What follows belongs to an exercise in optimizing a design on an open flow for small area, a short achievable clock period and few clock cycles per item; a production flow would make more cautious choices.
The RTL was checked by simulation tests, not by an equivalence proof against the original design.
No activity file was given, so power comes from the tool's default toggle rates.

<file path="flow/run.sh">
#!/bin/bash
# synth_recipe.tcl (not shown) runs the flow's synth.tcl, then flattens the netlist and writes it again
# the make line also repeats each setting of config.mk as NAME=value (left out here)
make -C /OpenROAD-flow-scripts/flow DESIGN_CONFIG=/design/flow/config.mk WORK_HOME=/design/flow/orfs CLKGATE_MAP_FILE= SYNTH_SCRIPT=/design/flow/synth_recipe.tcl finish
</file>
<file path="flow/config.mk">
export PLATFORM = sky130hd
export DESIGN_NAME = binomial_coefficient_unit
export DESIGN_NICKNAME = binomial_coefficient_unit
export VERILOG_FILES = /design/flow/design.v
export SDC_FILE = /design/flow/constraint.sdc
export NUM_CORES = 4
export LEC_CHECK = 0
export CAP_MARGIN = 20
export CORE_MARGIN = 2
export CORE_UTILIZATION = 40
export SLEW_MARGIN = 20
</file>
<file path="flow/constraint.sdc">
create_clock -name core_clock -period 7.0 [get_ports {clk_i}]
set_input_delay 1.4000 -clock core_clock [delete_from_list [all_inputs] [get_ports {clk_i}]]
set_output_delay 1.4000 -clock core_clock [all_outputs]
set_load 0.01 [all_outputs]
</file>
<file path="flow/design.v">
package bcu_pkg;
  localparam int unsigned ResultWidthDef = 64;
  localparam int unsigned CoefWidth      = 64;
  localparam int unsigned ArgWidth       = 8;
  localparam int unsigned StatusWidth    = 2;
  typedef enum logic [StatusWidth-1:0] {
    StOk       = 2'd0,
    StRange    = 2'd1,
    StOverflow = 2'd2
  } status_e;
  typedef struct packed {
    logic done;
    logic ovf;
  } md_stat_t;
endpackage
module bcu_muldiv #(
  parameter int unsigned RESULT_WIDTH = bcu_pkg::ResultWidthDef
) (
  input  logic                    clk_i,
  input  logic                    rst_ni,
  input  logic                    start_i,
  input  logic [RESULT_WIDTH-1:0] value_i,
  input  logic [bcu_pkg::ArgWidth-1:0]     mul_i,
  input  logic [bcu_pkg::ArgWidth-1:0]     div_i,
  output logic [RESULT_WIDTH-1:0] quot_o,
  output bcu_pkg::md_stat_t                stat_o
);
  localparam int unsigned ProdWidth = RESULT_WIDTH + bcu_pkg::ArgWidth;
  localparam int unsigned DvdWidth  = ProdWidth + (ProdWidth % 2);
  localparam int unsigned Steps     = DvdWidth / 2;
  localparam int unsigned CntWidth  = $clog2(Steps);
  typedef enum logic [2:0] {
    MdIdle = 3'b001,
    MdMul  = 3'b010,
    MdDiv  = 3'b100
  } md_state_e;
  md_state_e             state_q, state_d;
  logic                  done_q, done_d;
  logic [CntWidth-1:0]   cnt_q, cnt_d;
  logic [RESULT_WIDTH-1:0] value_q, value_d;
  logic [bcu_pkg::ArgWidth-1:0]   mul_q, mul_d;
  logic [bcu_pkg::ArgWidth-1:0]   div_q, div_d;
  logic [DvdWidth-1:0]   dvd_q, dvd_d;
  logic [bcu_pkg::ArgWidth-1:0]   rem_q, rem_d;
  logic [ProdWidth-1:0]  prod;
  logic [DvdWidth-1:0]   dvd_step;
  logic [bcu_pkg::ArgWidth-1:0]   rem_step;
  assign prod = ProdWidth'(value_q) * ProdWidth'(mul_q);
  always_comb begin
    logic [bcu_pkg::ArgWidth:0]   trial;
    logic [bcu_pkg::ArgWidth-1:0] r;
    logic [DvdWidth-1:0] d;
    r = rem_q;
    d = dvd_q;
    for (int j = 0; j < 2; j++) begin
      trial = {r, d[DvdWidth-1]};
      if (trial >= {1'b0, div_q}) begin
        r = bcu_pkg::ArgWidth'(trial - {1'b0, div_q});
        d = {d[DvdWidth-2:0], 1'b1};
      end else begin
        r = trial[bcu_pkg::ArgWidth-1:0];
        d = {d[DvdWidth-2:0], 1'b0};
      end
    end
    rem_step = r;
    dvd_step = d;
  end
  always_comb begin
    state_d = state_q;
    done_d  = 1'b0;
    cnt_d   = cnt_q;
    value_d = value_q;
    mul_d   = mul_q;
    div_d   = div_q;
    dvd_d   = dvd_q;
    rem_d   = rem_q;
    case (state_q)
      MdIdle: begin
        if (start_i) begin
          value_d = value_i;
          mul_d   = mul_i;
          div_d   = div_i;
          state_d = MdMul;
        end
      end
      MdMul: begin
        dvd_d   = DvdWidth'(prod);
        rem_d   = '0;
        cnt_d   = CntWidth'(Steps - 1);
        state_d = MdDiv;
      end
      MdDiv: begin
        dvd_d = dvd_step;
        rem_d = rem_step;
        cnt_d = cnt_q - 1'b1;
        if (cnt_q == '0) begin
          done_d  = 1'b1;
          state_d = MdIdle;
        end
      end
      default: begin
        state_d = MdIdle;
      end
    endcase
  end
  always_ff @(posedge clk_i or negedge rst_ni) begin
    if (!rst_ni) begin
      state_q <= MdIdle;
      done_q  <= 1'b0;
      cnt_q   <= '0;
    end else begin
      state_q <= state_d;
      done_q  <= done_d;
      cnt_q   <= cnt_d;
    end
  end
  always_ff @(posedge clk_i) begin
    value_q <= value_d;
    mul_q   <= mul_d;
    div_q   <= div_d;
    dvd_q   <= dvd_d;
    rem_q   <= rem_d;
  end
  assign quot_o      = dvd_q[RESULT_WIDTH-1:0];
  assign stat_o.done = done_q;
  assign stat_o.ovf  = |dvd_q[DvdWidth-1:RESULT_WIDTH];
endmodule
module binomial_coefficient_unit #(
  parameter int unsigned RESULT_WIDTH = bcu_pkg::ResultWidthDef
) (
  input  logic                   clk_i,
  input  logic                   rst_ni,
  input  logic                   req_valid_i,
  output logic                   req_ready_o,
  input  logic [bcu_pkg::ArgWidth-1:0]    req_total_n_i,
  input  logic [bcu_pkg::ArgWidth-1:0]    req_choose_k_i,
  output logic                   rsp_valid_o,
  input  logic                   rsp_ready_i,
  output logic [bcu_pkg::CoefWidth-1:0]   rsp_coefficient_o,
  output logic [bcu_pkg::StatusWidth-1:0] rsp_status_o
);
  typedef enum logic [4:0] {
    SqIdle  = 5'b00001,
    SqCheck = 5'b00010,
    SqStep  = 5'b00100,
    SqWait  = 5'b01000,
    SqResp  = 5'b10000
  } sq_state_e;
  sq_state_e               state_q, state_d;
  logic [bcu_pkg::ArgWidth-1:0]     n_q, n_d;
  logic [bcu_pkg::ArgWidth-1:0]     k_q, k_d;
  logic [bcu_pkg::ArgWidth-1:0]     i_q, i_d;
  logic [RESULT_WIDTH-1:0] r_q, r_d;
  logic [bcu_pkg::CoefWidth-1:0]    coef_q, coef_d;
  bcu_pkg::status_e                 status_q, status_d;
  logic [bcu_pkg::ArgWidth-1:0]     n_minus_k;
  logic                    md_start;
  logic [RESULT_WIDTH-1:0] md_quot;
  bcu_pkg::md_stat_t                md_stat;
  assign n_minus_k = n_q - k_q;
  assign md_start  = (state_q == SqStep) && (i_q != k_q);
  bcu_muldiv #(
    .RESULT_WIDTH(RESULT_WIDTH)
  ) u_muldiv (
    .clk_i  (clk_i),
    .rst_ni (rst_ni),
    .start_i(md_start),
    .value_i(r_q),
    .mul_i  (n_q - i_q),
    .div_i  (i_q + 1'b1),
    .quot_o (md_quot),
    .stat_o (md_stat)
  );
  always_comb begin
    state_d  = state_q;
    n_d      = n_q;
    k_d      = k_q;
    i_d      = i_q;
    r_d      = r_q;
    coef_d   = coef_q;
    status_d = status_q;
    case (state_q)
      SqIdle: begin
        if (req_valid_i) begin
          n_d     = req_total_n_i;
          k_d     = req_choose_k_i;
          state_d = SqCheck;
        end
      end
      SqCheck: begin
        if (k_q > n_q) begin
          coef_d   = '0;
          status_d = bcu_pkg::StRange;
          state_d  = SqResp;
        end else begin
          if (k_q > n_minus_k) begin
            k_d = n_minus_k;
          end
          i_d     = '0;
          r_d     = RESULT_WIDTH'(1);
          state_d = SqStep;
        end
      end
      SqStep: begin
        if (i_q == k_q) begin
          coef_d   = bcu_pkg::CoefWidth'(r_q);
          status_d = bcu_pkg::StOk;
          state_d  = SqResp;
        end else begin
          state_d = SqWait;
        end
      end
      SqWait: begin
        if (md_stat.done) begin
          if (md_stat.ovf) begin
            coef_d   = '0;
            status_d = bcu_pkg::StOverflow;
            state_d  = SqResp;
          end else begin
            r_d     = md_quot;
            i_d     = i_q + 1'b1;
            state_d = SqStep;
          end
        end
      end
      SqResp: begin
        if (rsp_ready_i) begin
          state_d = SqIdle;
        end
      end
      default: begin
        state_d = SqIdle;
      end
    endcase
  end
  always_ff @(posedge clk_i or negedge rst_ni) begin
    if (!rst_ni) begin
      state_q <= SqIdle;
    end else begin
      state_q <= state_d;
    end
  end
  always_ff @(posedge clk_i) begin
    n_q      <= n_d;
    k_q      <= k_d;
    i_q      <= i_d;
    r_q      <= r_d;
    coef_q   <= coef_d;
    status_q <= status_d;
  end
  assign req_ready_o     = (state_q == SqIdle);
  assign rsp_valid_o     = (state_q == SqResp);
  assign rsp_coefficient_o = coef_q;
  assign rsp_status_o    = status_q;
endmodule
</file>
==> notes.md <==
# TYPE chip_impl_metric gauge
chip_impl_metric{name="number_of_buffers_inserted_by_port_buffering",unit=""} 87
chip_impl_metric{name="remaining_drc_errors",unit=""} 0
chip_impl_metric{name="grt_max_degree",unit=""} 78
chip_impl_metric{name="synth_fp_nets",unit=""} 3352
chip_impl_metric{name="met3_usage",unit="%"} 2.74
chip_impl_info{name="yosys.area.top_type",value="sky130_fd_sc_hd__edfxtp_1"} 1
chip_impl_metric{name="dr.pass1.iters",unit=""} 5
chip_impl_metric{name="ant_nets_after_route",unit=""} 0
chip_impl_info{name="mostFrequentLayoutCells",value="sky130_fd_sc_hd__and2_1 (547), sky130_fd_sc_hd__fa_1 (376), sky130_fd_sc_hd__inv_1 (323), sky130_fd_sc_hd__edfxtp_1 (314), sky130_fd_sc_hd__nand2_1 (228)"} 1
chip_impl_info{name="crit_start",value="u_muldiv.mul_q[2]"} 1
chip_impl_metric{name="gp_congestion",unit=""} 0.932
chip_impl_info{name="worst_setup_path_end_kind",value="flop"} 1
chip_impl_metric{name="grt_pass1_vias",unit=""} 22000
chip_impl_metric{name="vias_per_cell",unit=""} 5.28
chip_impl_info{name="post_synth_main_area_contributors",value="sky130_fd_sc_hd__edfxtp_1 (32%), sky130_fd_sc_hd__fa_1 (25%), sky130_fd_sc_hd__and2_1 (12%), sky130_fd_sc_hd__ha_1 (5.6%), sky130_fd_sc_hd__inv_1 (4.1%)"} 1
chip_impl_metric{name="routed_wire_length_per_instance",unit="µm"} 19.6
chip_impl_metric{name="worst_slew_pin_slew",unit="ns"} 1.08
chip_impl_metric{name="hold_viol_final",unit=""} 0
chip_impl_metric{name="cts_repair_resize_count",unit=""} 0
chip_impl_metric{name="via_count",unit=""} 20300
chip_impl_metric{name="synthArstFlopShare",unit="%"} 4.56
chip_impl_metric{name="clkSinkCount",unit=""} 329
chip_impl_metric{name="grt_util_met1",unit="%"} 27.3
chip_impl_metric{name="finalWorstSetupSlack",unit="ns"} 0.912
chip_impl_info{name="ctsRootBufferMaster",value="sky130_fd_sc_hd__clkbuf_16"} 1
chip_impl_metric{name="post_synth_fa_ha_maj_area_fraction",unit="%"} 31.0
chip_impl_info{name="r2r-start",value="u_muldiv.mul_q[2]"} 1
chip_impl_info{name="dominantRegCellSynth",value="sky130_fd_sc_hd__edfxtp_1"} 1
chip_impl_metric{name="post_layout_nonfiller_instances",unit=""} 3843
chip_impl_metric{name="fraction_of_final_layout_cells_sized_beyond_drive_strength_1",unit="%"} 4.23
chip_impl_info{name="timing.critical_path.slowest_stage_cell",value="sky130_fd_sc_hd__fa_1"} 1
chip_impl_metric{name="setup_tns",unit="ns"} 0
chip_impl_metric{name="numCtsBuffers",unit=""} 40
chip_impl_metric{name="synth.avg_cell_area",unit="µm²"} 10.5
chip_impl_metric{name="initial_antenna_violation_count",unit=""} 2
chip_impl_metric{name="synth_cell_type_count",unit=""} 75
chip_impl_metric{name="yosys_register_bits",unit=""} 329
chip_impl_metric{name="clkLatencyLatePin",unit="ns"} 0.59
chip_impl_metric{name="grt.total_usage",unit="%"} 20.1
chip_impl_metric{name="place.detailed.hpwl",unit="mm"} 56.9
chip_impl_metric{name="globalRouteMet2Util",unit="%"} 34.4
chip_impl_metric{name="cts-htree-levels",unit=""} 2
chip_impl_info{name="gr-max-usage-layer",value="met2"} 1
chip_impl_metric{name="maxSlewViolCount",unit=""} 0
chip_impl_metric{name="required",unit="ns"} 7.34
chip_impl_metric{name="critical-path-max-stage-delay",unit="ns"} 0.51
chip_impl_metric{name="routed_wl",unit="mm"} 75.4
chip_impl_info{name="layout_commonest_cell",value="sky130_fd_sc_hd__and2_1"} 1
chip_impl_metric{name="initial_utilization",unit="%"} 40.6
chip_impl_metric{name="die_area",unit="mm²"} 0.0765
chip_impl_metric{name="clock_skew",unit="ns"} 0.0309
chip_impl_metric{name="crit_path_time_final",unit="ns"} 6.09
chip_impl_metric{name="final_nets",unit=""} 3381
chip_impl_metric{name="postSynthCellCount",unit=""} 2822
chip_impl_metric{name="place_worst_setup_slack",unit="ns"} 0.713
chip_impl_metric{name="cts_hold_buf",unit=""} 0
chip_impl_metric{name="core_area",unit="mm²"} 0.0732
chip_impl_metric{name="cts-root-to-sink-buffers",unit=""} 3
chip_impl_metric{name="yosysSeqAreaShare",unit="%"} 33.0
chip_impl_metric{name="synth.yosys.warnings",unit=""} 2
chip_impl_metric{name="min_period_over_period",unit="%"} 87.0
chip_impl_metric{name="register_area",unit="mm²"} 0.00981
chip_impl_metric{name="placementRows",unit=""} 99
chip_impl_metric{name="setup-violations-final",unit=""} 0
chip_impl_info{name="hold_path.class",value="reg2reg"} 1
chip_impl_metric{name="edff_count_synth",unit=""} 314
chip_impl_metric{name="synth_xor_xnor_area_share",unit="%"} 2.80
chip_impl_info{name="worstHoldStart",value="r_q[16]"} 1
chip_impl_metric{name="synth_compound_gate_area_share",unit="%"} 7.87
chip_impl_metric{name="synth.top_cell.area_share",unit="%"} 31.7
chip_impl_metric{name="dr.first_iter.drc_count",unit=""} 1253
chip_impl_metric{name="syn-cell-area",unit="mm²"} 0.0297
chip_impl_info{name="worstPathCellList",value="buf_4 -> buf_4 -> and2_1 -> fa_1 -> fa_1 -> inv_1 -> fa_1 -> fa_1 -> inv_1 -> ha_1 -> o21ai_1 -> o211ai_1 -> nand2_1 -> o41ai_1 -> o21ai_1 -> nand2_1 -> o21ai_1 -> o21ai_1 -> mux2i_1 -> nor2_1"} 1
chip_impl_metric{name="final_cell_area",unit="mm²"} 0.0330
chip_impl_info{name="status",value="timing/DRC/antenna clean"} 1
chip_impl_info{name="tritoncts",value="yes"} 1
chip_impl_metric{name="multi_input_comb_area",unit="mm²"} 0.0183
chip_impl_metric{name="cts.clk_slew.worst_paths",unit="ns"} 0.06
chip_impl_metric{name="placed_cell_area",unit="mm²"} 0.0316
chip_impl_metric{name="max_slew_margin",unit="%"} 28.0
chip_impl_metric{name="top_level_ports",unit=""} 88
chip_impl_metric{name="numPlacedInstances",unit=""} 3766
chip_impl_metric{name="max_clk_rate",unit="MHz"} 164
chip_impl_metric{name="worst_ep_arrival_time",unit="ns"} 6.43
chip_impl_metric{name="muxShareOfSynthArea",unit="%"} 0.669
chip_impl_metric{name="die_x",unit="µm"} 277
chip_impl_metric{name="critical_path.max_fanout",unit=""} 34
chip_impl_metric{name="global_route.overflow_total",unit=""} 0
chip_impl_metric{name="count_of_fill_cells_added_during_filler_insertion",unit=""} 6796
chip_impl_metric{name="irDropWorstVdd",unit="mV"} 0.222
chip_impl_metric{name="grt_pass1_wl",unit="mm"} 123
chip_impl_metric{name="postCtsSetupRepairBufs",unit=""} 0
chip_impl_metric{name="die-height",unit="µm"} 277
chip_impl_info{name="worstSetupStartpointType",value="flop"} 1
chip_impl_metric{name="power.density_cell_area",unit="mW/mm²"} 264
chip_impl_info{name="worstSetupPathType",value="reg2reg"} 1
chip_impl_metric{name="p_leak",unit="nW"} 13.9
chip_impl_info{name="grt_setup_unrepaired",value="false"} 1
chip_impl_metric{name="cap_viol_max_count",unit=""} 0
chip_impl_metric{name="finalPower",unit="mW"} 8.72
chip_impl_metric{name="synthSimpleGateAreaFrac",unit="%"} 19.0
chip_impl_info{name="synth_top_family_by_area",value="adder cells"} 1
chip_impl_metric{name="area_delta_synth_final",unit="%"} 11.0
==> worst max-delay path: cells and delay by family (launching register included) <==
kind | cells | cell delay, ns
adder cells (fa/ha/maj) | 5 | 2.31
flip-flops | 1 | 0.46
AND/OR/NAND/NOR | 4 | 0.56
buffers and inverters | 4 | 0.69
AO/OA/AOI/OAI | 6 | 1.59
multiplexers | 1 | 0.23
==> kinds of logic (layout without fill, tap and decap cells) <==
family	Yosys count	after routing
and+or+nand+nor	1035	1035
adders and majority gates	510	510
buffers and inverters	450	511
AOI/OAI and AO/OA	384	384
DFF	329	329
xor gates and xnor gates	95	95
muxes	19	19
other	0	1
==> routing by layer <==
| layer | vias to the layer above | part of all wire (%) |
|---|---|---|
| li1 | 9283 | - |
| met1 | 10400 | 44 |
| met2 | 500 | 49 |
| met3 | 91 | 4.8 |
| met4 | 0 | 1.7 |
| met5 | - | 0 |
==> cells in the mapped netlist, types with 6 or more instances <==
library cell                 n
sky130_fd_sc_hd__a211oi_1    7
sky130_fd_sc_hd__nor4_1     10
sky130_fd_sc_hd__inv_1     323
sky130_fd_sc_hd__xnor2_1    67
sky130_fd_sc_hd__ha_1      134
sky130_fd_sc_hd__xor2_1     28
sky130_fd_sc_hd__or3_1       9
sky130_fd_sc_hd__o21ai_1    25
sky130_fd_sc_hd__buf_2       6
sky130_fd_sc_hd__a21o_1     29
sky130_fd_sc_hd__nand4_1    31
sky130_fd_sc_hd__a21oi_1   150
sky130_fd_sc_hd__mux2i_1    12
sky130_fd_sc_hd__nor3_1     18
sky130_fd_sc_hd__clkbuf_1  115
sky130_fd_sc_hd__edfxtp_1  314
sky130_fd_sc_hd__dfrtp_1    13
sky130_fd_sc_hd__and2_1    547
sky130_fd_sc_hd__nand3_1    29
sky130_fd_sc_hd__a31oi_1    13
sky130_fd_sc_hd__nand2_1   229
sky130_fd_sc_hd__o211ai_1    6
sky130_fd_sc_hd__o21bai_1   25
sky130_fd_sc_hd__fa_1      376
sky130_fd_sc_hd__mux2_2      7
sky130_fd_sc_hd__nor2_1    107
sky130_fd_sc_hd__nand2b_1    9
sky130_fd_sc_hd__o21a_1     13
sky130_fd_sc_hd__nor2b_1    14
sky130_fd_sc_hd__o21ai_0    68
==> final cells by class <==
cell class | count | share of cell area (%)
multi-input cells | 2043 | 55.4
clock buffers | 50 | 3.21
inverters | 323 | 3.67
flip-flops and latches | 329 | 29.7
diodes | 1 | 0.00758
repair buffers | 114 | 3.40
clock inverters | 24 | 0.967
well taps | 959 | 3.64
==> path summary, 6_finish.rpt <==
kind,slack [ns],cells after the start,end
max,0.91,20,u_muldiv.dvd_q[60]
min,0.44,0,u_muldiv.value_q[16]
max reg2reg,0.91,20,u_muldiv.dvd_q[60]
min reg2reg,0.44,0,u_muldiv.value_q[16]
max in group asynchronous,5.28,1,u_muldiv.cnt_q[3]
min in group asynchronous,1.26,1,state_q[2]
==> through the flow <==
stage	utilization, %	hold slack (ns)
3_5_place_dp	43.2	0.425
2_1_floorplan	-	0.417
3_3_place_gp	43.1	0.421
6_report	45.1	0.440
5_1_grt	45.1	0.444
4_1_cts	45.0	0.440
==> registers in the layout, indices dropped and copies added (netlist names), 2 cells and up <==
register,count
u_muldiv.state_q,3
state_q,5
r_q,64
coef_q,64
u_muldiv.cnt_q,6
u_muldiv.rem_q,8
u_muldiv.value_q,64
n_q,8
u_muldiv.mul_q,8
i_q,8
u_muldiv.dvd_q,72
u_muldiv.div_q,8
k_q,8
status_q,2
==> power breakdown <==
group	leakage, nW	internal (mW)	switching, mW
sequential	3.14	2.47	0.0930
clock	0.672	1.31	0.895
combinational	10.1	1.61	2.34
total	13.9	5.39	3.33
Testbench counts, summed over its fixed seeds: cycles 502,040, requests 1,280.

==> afterwards: timing with drivers on the ports <==
No port has a modelled driver above. Below, the same layout with a new extraction and two added sets of constraints.
Step 1 sets driving cells, clkbuf_16 on the clock port and buf_2 on the other inputs (assumed; they add their load-dependent delay and slew).
Step 2, shift: input delay + t, output delay - t, t = (earliest + latest rising clock arrival at the registers) / 2. This alone moves slack from input paths to output paths.
a / b / c = ideal / step 1 / step 2; a / b = the first two.
t, ns: 0.637
setup WS [ns]: 0.912 / 0.912 / 0.912
worst setup path after step 2: register to register
worst register clock-pin slew, ns: 0.07 / 0.07
After both steps setup and hold are still met in this run. For this run, drivers alone change the setup slack by 0.000 ns; drivers and shift together by 0.000 ns.
